Source: an optimization exercise on an open RTL-to-GDS flow (aim: small area, a short achievable clock period and few clock cycles per item). Production flows keep margins and buffers that such runs may drop. At most, simulation tests tie the RTL to the original design; equivalence was not proved.

==> inputs of build 6 <==
Design rtc_seconds_to_calendar, start of the top module:
module rtc_seconds_to_calendar (
  input  logic          clk,
  input  logic          rst,
  input  logic          cmd_valid,
  output logic          cmd_stall,
  input  logic [72:0]   cmd,
  output logic          res_valid,
  input  logic          res_stall,
  output logic [56:0]   res
);
Settings: LEC_CHECK=0, ABC_CLOCK_PERIOD_IN_PS=3000, CAP_MARGIN=20, CORE_MARGIN=2, CORE_UTILIZATION=40, PLACE_DENSITY=0.6, SETUP_SLACK_MARGIN=4.0, SLEW_MARGIN=20; clock period 7.5 ns.
standard.sh (not shown) runs the stock make flow with config.mk's settings and CLKGATE_MAP_FILE= SYNTH_SCRIPT=/design/flow/synth_recipe.tcl, a recipe that flattens the netlist after the stock synthesis.
==> flow/flow/run.sh <==
#!/bin/bash
# The standard layout (standard.sh), with the input and output port buffers made from
# sky130_fd_sc_hd__buf_1 instead of the cell buffer_ports picks by default.
set -euo pipefail
export BUFFER_PORTS_ARGS="-buffer_cell sky130_fd_sc_hd__buf_1"
bash standard.sh > standard.log 2>&1
==> trial 92: changes against build 6 <==
--- a/flow/design.v
+++ b/flow/design.v
@@ -177,51 +177,85 @@
   wire rc69 = (rn25 & rs49) | (rn25 & rs59) | (rs49 & rs59);
   wire rs70 = rc49 ^ rc59;
   wire rn26 = ~rc59;
   wire rc70 = rc49 & rn26;
   assign ys = {rc70, ~rc69, rc68, rc67, rc66, rc65, rc64, rc63, ~rc62, ~rc61, rc60, ~rs32};
   assign yc = {1'b0, ~rs70, ~rs69, rs68, rs67, rs66, rs65, rs64, rs63, ~rs62, ~rs61, ~rs60};
 endmodule
 module rsc_mod15 (
-  input  logic [11:0] y,
-  input  logic [1:0]  v32,
-  output logic [3:0]  n
+  input  logic [31:0] v,
+  output logic [3:0]  na,
+  output logic [3:0]  nb
+);
+  wire ms0 = v[2] ^ v[6] ^ v[10];
+  wire mc0 = (v[2] & v[6]) | (v[2] & v[10]) | (v[6] & v[10]);
+  wire ms1 = v[3] ^ v[7] ^ v[11];
+  wire mc1 = (v[3] & v[7]) | (v[3] & v[11]) | (v[7] & v[11]);
+  wire ms2 = v[15] ^ v[19] ^ v[23];
+  wire mc2 = (v[15] & v[19]) | (v[15] & v[23]) | (v[19] & v[23]);
+  wire ms3 = v[4] ^ v[8] ^ v[12];
+  wire mc3 = (v[4] & v[8]) | (v[4] & v[12]) | (v[8] & v[12]);
+  wire ms4 = v[16] ^ v[20] ^ v[24];
+  wire mc4 = (v[16] & v[20]) | (v[16] & v[24]) | (v[20] & v[24]);
+  wire ms5 = v[5] ^ v[9] ^ v[13];
+  wire mc5 = (v[5] & v[9]) | (v[5] & v[13]) | (v[9] & v[13]);
+  wire ms6 = v[17] ^ v[21] ^ v[25];
+  wire mc6 = (v[17] & v[21]) | (v[17] & v[25]) | (v[21] & v[25]);
+  wire ms7 = v[14] ^ v[18] ^ v[22];
+  wire mc7 = (v[14] & v[18]) | (v[14] & v[22]) | (v[18] & v[22]);
+  wire ms8 = v[26] ^ v[30] ^ ms0;
+  wire mc8 = (v[26] & v[30]) | (v[26] & ms0) | (v[30] & ms0);
+  wire ms9 = v[27] ^ v[31] ^ mc0;
+  wire mc9 = (v[27] & v[31]) | (v[27] & mc0) | (v[31] & mc0);
+  wire ms10 = v[28] ^ mc1 ^ mc2;
+  wire mc10 = (v[28] & mc1) | (v[28] & mc2) | (mc1 & mc2);
+  wire ms11 = v[29] ^ mc3 ^ mc4;
+  wire mc11 = (v[29] & mc3) | (v[29] & mc4) | (mc3 & mc4);
+  wire ms12 = mc5 ^ mc6 ^ ms7;
+  wire mc12 = (mc5 & mc6) | (mc5 & ms7) | (mc6 & ms7);
+  wire ms13 = ms1 ^ ms2 ^ mc7;
+  wire mc13 = (ms1 & ms2) | (ms1 & mc7) | (ms2 & mc7);
+  wire ms14 = ms3 ^ ms4 ^ mc9;
+  wire mc14 = (ms3 & ms4) | (ms3 & mc9) | (ms4 & mc9);
+  wire ms15 = ms5 ^ ms6 ^ mc10;
+  wire mc15 = (ms5 & ms6) | (ms5 & mc10) | (ms6 & mc10);
+  wire ms16 = ms8 ^ mc11 ^ ms12;
+  wire mc16 = (ms8 & mc11) | (ms8 & ms12) | (mc11 & ms12);
+  wire ms17 = mc8 ^ ms9 ^ mc12;
+  wire mc17 = (mc8 & ms9) | (mc8 & mc12) | (ms9 & mc12);
+  wire ms18 = ms10 ^ mc13 ^ ms14;
+  wire mc18 = (ms10 & mc13) | (ms10 & ms14) | (mc13 & ms14);
+  wire ms19 = ms11 ^ mc14 ^ ms15;
+  wire mc19 = (ms11 & mc14) | (ms11 & ms15) | (mc14 & ms15);
+  wire ms20 = mc15 ^ ms16 ^ mc19;
+  wire mc20 = (mc15 & ms16) | (mc15 & mc19) | (ms16 & mc19);
+  wire ms21 = ms13 ^ mc16 ^ ms17;
+  wire mc21 = (ms13 & mc16) | (ms13 & ms17) | (mc16 & ms17);
+  wire ms22 = mc17 ^ ms18 ^ mc21;
+  wire mc22 = (mc17 & ms18) | (mc17 & mc21) | (ms18 & mc21);
+  wire ms23 = mc18 ^ ms19 ^ mc22;
+  wire mc23 = (mc18 & ms19) | (mc18 & mc22) | (ms19 & mc22);
+  assign na = {ms23, ms22, mc20, ms20};
+  assign nb = {1'b0, 1'b0, ms21, mc23};
+endmodule
+module rsc_mod15_fin (
+  input  logic [3:0] na,
+  input  logic [3:0] nb,
+  output logic [3:0] n
 );
-  wire ms0 = y[2] ^ y[6] ^ y[10];
-  wire mc0 = (y[2] & y[6]) | (y[2] & y[10]) | (y[6] & y[10]);
-  wire ms1 = y[3] ^ y[7] ^ y[11];
-  wire mc1 = (y[3] & y[7]) | (y[3] & y[11]) | (y[7] & y[11]);
-  wire ms2 = y[0] ^ y[4] ^ y[8];
-  wire mc2 = (y[0] & y[4]) | (y[0] & y[8]) | (y[4] & y[8]);
-  wire ms3 = y[1] ^ y[5] ^ y[9];
-  wire mc3 = (y[1] & y[5]) | (y[1] & y[9]) | (y[5] & y[9]);
-  wire ms4 = v32[0] ^ ms0 ^ mc3;
-  wire mc4 = (v32[0] & ms0) | (v32[0] & mc3) | (ms0 & mc3);
-  wire ms5 = v32[1] ^ mc0 ^ ms1;
-  wire mc5 = (v32[1] & mc0) | (v32[1] & ms1) | (mc0 & ms1);
-  wire ms6 = mc1 ^ ms2 ^ mc5;
-  wire mc6 = (mc1 & ms2) | (mc1 & mc5) | (ms2 & mc5);
-  wire ms7 = mc2 ^ ms3 ^ mc6;
-  wire mc7 = (mc2 & ms3) | (mc2 & mc6) | (ms3 & mc6);
-  logic [3:0] na, nb;
   logic [4:0] s;
-  logic [3:0] u;
-  assign na = {ms7, ms6, mc4, ms4};
-  assign nb = {1'b0, 1'b0, ms5, mc7};
+  logic [3:0] t;
   assign s = {1'b0, na} + {1'b0, nb};
-  assign u = s[3:0] + {3'd0, s[4]};
-  assign n = (u == 4'd15) ? 4'd0 : u;
+  assign t = s[3:0] + {3'd0, s[4]};
+  assign n = (t == 4'd15) ? 4'd0 : t;
 endmodule
 module rsc_tabs (
   input  logic [11:0] y,
-  input  logic [2:0]  d,
-  output logic [4:0]  kb,
-  output logic        hour0,
-  output logic        hour23
+  output logic [4:0]  kb
 );
   logic [17:0] e;
   wire t1 = (y[11] | (y[10] | (y[9] | (y[8] | (y[7] & (y[6] & (y[5] & (y[4] | (y[3] | (y[2] | (y[1] | (y[0] & 1'b1))))))))))));
   wire t2 = (y[11] | (y[10] | (y[9] | (y[8] & (y[7] & (y[6] & (y[5] | (y[4] | (y[3] | (y[2] | (y[1] & (y[0] | 1'b1))))))))))));
   wire t3 = (y[11] | (y[10] | (y[9] & (y[8] | (y[7] & (y[6] | (y[5] & (y[4] | (y[3] | (y[2] | (y[1] & (y[0] & 1'b1))))))))))));
   wire t4 = (y[11] | (y[10] | (y[9] & (y[8] & (y[7] & (y[6] | (y[5] | (y[4] | (y[3] | (y[2] & (y[1] | (y[0] | 1'b1))))))))))));
   wire t5 = (y[11] | (y[10] & (y[9] | (y[8] | (y[7] | (y[6] & (y[5] & (y[4] | (y[3] | (y[2] & (y[1] | (y[0] & 1'b1))))))))))));
   wire t6 = (y[11] | (y[10] & (y[9] | (y[8] & (y[7] | (y[6] & (y[5] | (y[4] | (y[3] | (y[2] & (y[1] & (y[0] | 1'b1))))))))))));
@@ -254,18 +288,16 @@
   assign e[15] = t15 & ~t16;
   assign e[16] = t16 & ~t17;
   assign e[17] = t17;
   assign kb[0] = e[1] | e[3] | e[5] | e[7] | e[9] | e[11] | e[13] | e[15] | e[17];
   assign kb[1] = e[2] | e[3] | e[6] | e[7] | e[10] | e[11] | e[14] | e[15];
   assign kb[2] = e[4] | e[5] | e[6] | e[7] | e[12] | e[13] | e[14] | e[15];
   assign kb[3] = e[8] | e[9] | e[10] | e[11] | e[12] | e[13] | e[14] | e[15];
   assign kb[4] = e[16] | e[17];
-  assign hour0 = (e[0] & (d == 3'd0)) | (e[3] & (d == 3'd5)) | (e[6] & (d == 3'd2)) | (e[9] & (d == 3'd7)) | (e[12] & (d == 3'd4)) | (e[15] & (d == 3'd1));
-  assign hour23 = (e[2] & (d == 3'd5)) | (e[5] & (d == 3'd2)) | (e[8] & (d == 3'd7)) | (e[11] & (d == 3'd4)) | (e[14] & (d == 3'd1)) | (e[17] & (d == 3'd6));
 endmodule
 module rsc_hour (
   input  logic [4:0] kb,
   input  logic [2:0] d,
   output logic [4:0] hour
 );
   logic [4:0] nine_d;
   logic [5:0] s;
@@ -323,24 +355,24 @@
   input  logic [72:0]   cmd,
   output logic          res_valid,
   input  logic          res_stall,
   output logic [56:0]   res
 );
   logic        p0_valid, p1_valid, p2_valid;
   logic        p0_op, p1_op, p2_op;
   logic [31:0] p0_d;
-  logic [30:0] p1_d;
-  logic [22:0] p2_d;
+  logic [38:0] p1_d;
+  logic [19:0] p2_d;
   logic [39:0] set_d;
   logic        hold;
   logic        set_busy;
   assign hold      = res_valid && res_stall;
   assign set_busy  = (p0_valid && p0_op == rsc_pkg::OP_SET) || (p1_valid && p1_op == rsc_pkg::OP_SET);
-  assign cmd_stall = hold || (cmd[72] == rsc_pkg::OP_SET && set_busy);
+  assign cmd_stall = res_stall || (cmd[72] == rsc_pkg::OP_SET && set_busy);
   always_ff @(posedge clk) begin
     if (rst) begin
       p0_valid  <= 1'b0;
       p1_valid  <= 1'b0;
       p2_valid  <= 1'b0;
       res_valid <= 1'b0;
     end else if (!hold) begin
       p0_valid  <= cmd_valid && !cmd_stall;
@@ -354,51 +386,52 @@
       p0_op <= cmd[72];
       p0_d  <= cmd[71:40];
     end
     if (cmd_valid && !cmd_stall && cmd[72] == rsc_pkg::OP_SET) begin
       set_d <= cmd[39:0];
     end
   end
   logic [11:0] ys, yc;
+  logic [3:0]  na, nb;
   rsc_split u_split (
     .x  (p0_d[31:4]),
     .ys (ys),
     .yc (yc)
   );
+  rsc_mod15 u_mod15 (
+    .v  (p0_d[31:0]),
+    .na (na),
+    .nb (nb)
+  );
   always_ff @(posedge clk) begin
     if (!hold) begin
       p1_op <= p0_op;
-      p1_d  <= {yc, ys, p0_d[6:0]};
+      p1_d  <= {nb, na, yc, ys, p0_d[6:0]};
     end
   end
   logic [11:0] y;
   logic [2:0]  d;
   logic [3:0]  n;
   logic [4:0]  kb;
-  logic        hour0;
-  logic        hour23;
   assign y = p1_d[18:7] + p1_d[30:19];
   assign d = p1_d[6:4] - y[2:0];
-  rsc_mod15 u_mod15 (
-    .y   (y),
-    .v32 (p1_d[3:2]),
-    .n   (n)
+  rsc_mod15_fin u_fin (
+    .na (p1_d[34:31]),
+    .nb (p1_d[38:35]),
+    .n  (n)
   );
   rsc_tabs u_tabs (
-    .y      (y),
-    .d      (d),
-    .kb     (kb),
-    .hour0  (hour0),
-    .hour23 (hour23)
+    .y  (y),
+    .kb (kb)
   );
   always_ff @(posedge clk) begin
     if (!hold) begin
       p2_op <= p1_op;
-      p2_d  <= {hour23, hour0, kb, d, y[3:0], n, p1_d[3:0]};
+      p2_d  <= {kb, d, y[3:0], n, p1_d[3:0]};
     end
   end
   logic [4:0]  c_kb;
   logic [2:0]  c_d;
   logic [4:0]  c_hour;
   logic [5:0]  c_minute;
   logic [5:0]  c_second;
   logic        c_hour0;
@@ -407,18 +440,18 @@
   logic [1:0]  c_v32;
   logic [3:0]  c_y;
   logic [5:0]  c_m17;
   assign c_v32    = p2_d[3:2];
   assign c_n      = p2_d[7:4];
   assign c_y      = p2_d[11:8];
   assign c_d      = p2_d[14:12];
   assign c_kb     = p2_d[19:15];
-  assign c_hour0  = p2_d[20];
-  assign c_hour23 = p2_d[21];
+  assign c_hour0  = (c_hour == 5'd0);
+  assign c_hour23 = (c_hour == 5'd23);
   assign c_second = {c_n, p2_d[1:0]};
   assign c_m17    = {c_n[1:0], c_n} - {c_v32, 2'b00, c_v32};
   assign c_minute = {c_m17[5:2] + c_kb[3:0] - c_y, c_m17[1:0]};
   rsc_hour u_hour (
     .kb   (c_kb),
     .d    (c_d),
     .hour (c_hour)
   );
==> trial 5: changes against build 6 <==
==> flow/run.sh (new file) <==
#!/bin/bash
# synth_recipe.tcl (not shown) runs the flow's synth.tcl, then flattens the netlist and writes it again
# the make line also repeats each setting of config.mk as NAME=value (left out here)
make -C /OpenROAD-flow-scripts/flow DESIGN_CONFIG=/design/flow/config.mk WORK_HOME=/design/flow/orfs CLKGATE_MAP_FILE= SYNTH_SCRIPT=/design/flow/synth_recipe.tcl finish
removed: flow/flow/run.sh
removed: flow/standard.sh
==> comparison table <==
	build 6	trial 92	trial 5
Run status	timing/DRC/antenna clean	timing/DRC/antenna clean	timing/DRC/antenna clean
Crit Reg-Reg Startpoint	p1_d[9]	set_d[36]	p1_d[11]
Post-cts repair resize count	40	19	68
Worst-case clock skew	0.0172 ns	0.0340 ns	0.0240 ns
Clock-pin slew on the worst setup and hold paths	0.06 ns	0.05 ns	0.06 ns
Post-synthesis cell type count	83	76	83
Via density	4.98	4.96	5.05
GRT met2 Usage	0.276	0.269	0.296
Post-synthesis share of cell area spent on and, or, nand and nor gates	0.103	0.0830	0.103
Total inserted antenna cells	1	0	0
Classification of the worst setup path	flop to flop	input pin to primary output	flop to flop
Final cell area excluding filler cells	15700 µm²	15700 µm²	17000 µm²
Layout cells sized above 1	0.123	0.0941	0.153
Placed cell areas	14500 µm²	14700 µm²	15300 µm²
Met2 routed wirelength	13.5 mm	13.4 mm	14.8 mm
Testbench counts of trial 92, summed over its fixed seeds: cycles 32,174, items 32,000.
For build 6 and trial 5, only the layout was checked, not whether the RTL still works.

==> port drivers added, routing unchanged <==
In the flow no input, the clock included, has a driving cell. The finished layouts below were timed again as built, in two steps.
Step 1 assumes that a clkbuf_16 drives the clock port and a buf_2 every other input.
Step 2, shift: input delay + t, output delay - t, t = (earliest + latest rising clock arrival at the registers) / 2. This alone moves slack from input paths to output paths.
Slacks: ideal / step 1 / step 2; pairs: ideal / step 1.
run | shift t [ns] | setup slack, ns | latest minus earliest clock arrival (ns) | slew at the worst register clock pin (ns)
build 6 | 0.593 | 2.432 / 2.432 / 2.432 | 0.017 / 0.017 | 0.06 / 0.06
trial 92 | 0.594 | 4.016 / 3.990 / 3.755 | 0.036 / 0.036 | 0.06 / 0.06
trial 5 | 0.584 | 2.491 / 2.491 / 2.491 | 0.026 / 0.026 | 0.06 / 0.06
After both steps every run listed still meets setup and hold. For trial 92, which loses most, drivers alone change the setup slack by -0.026 ns; drivers and shift together by -0.261 ns.
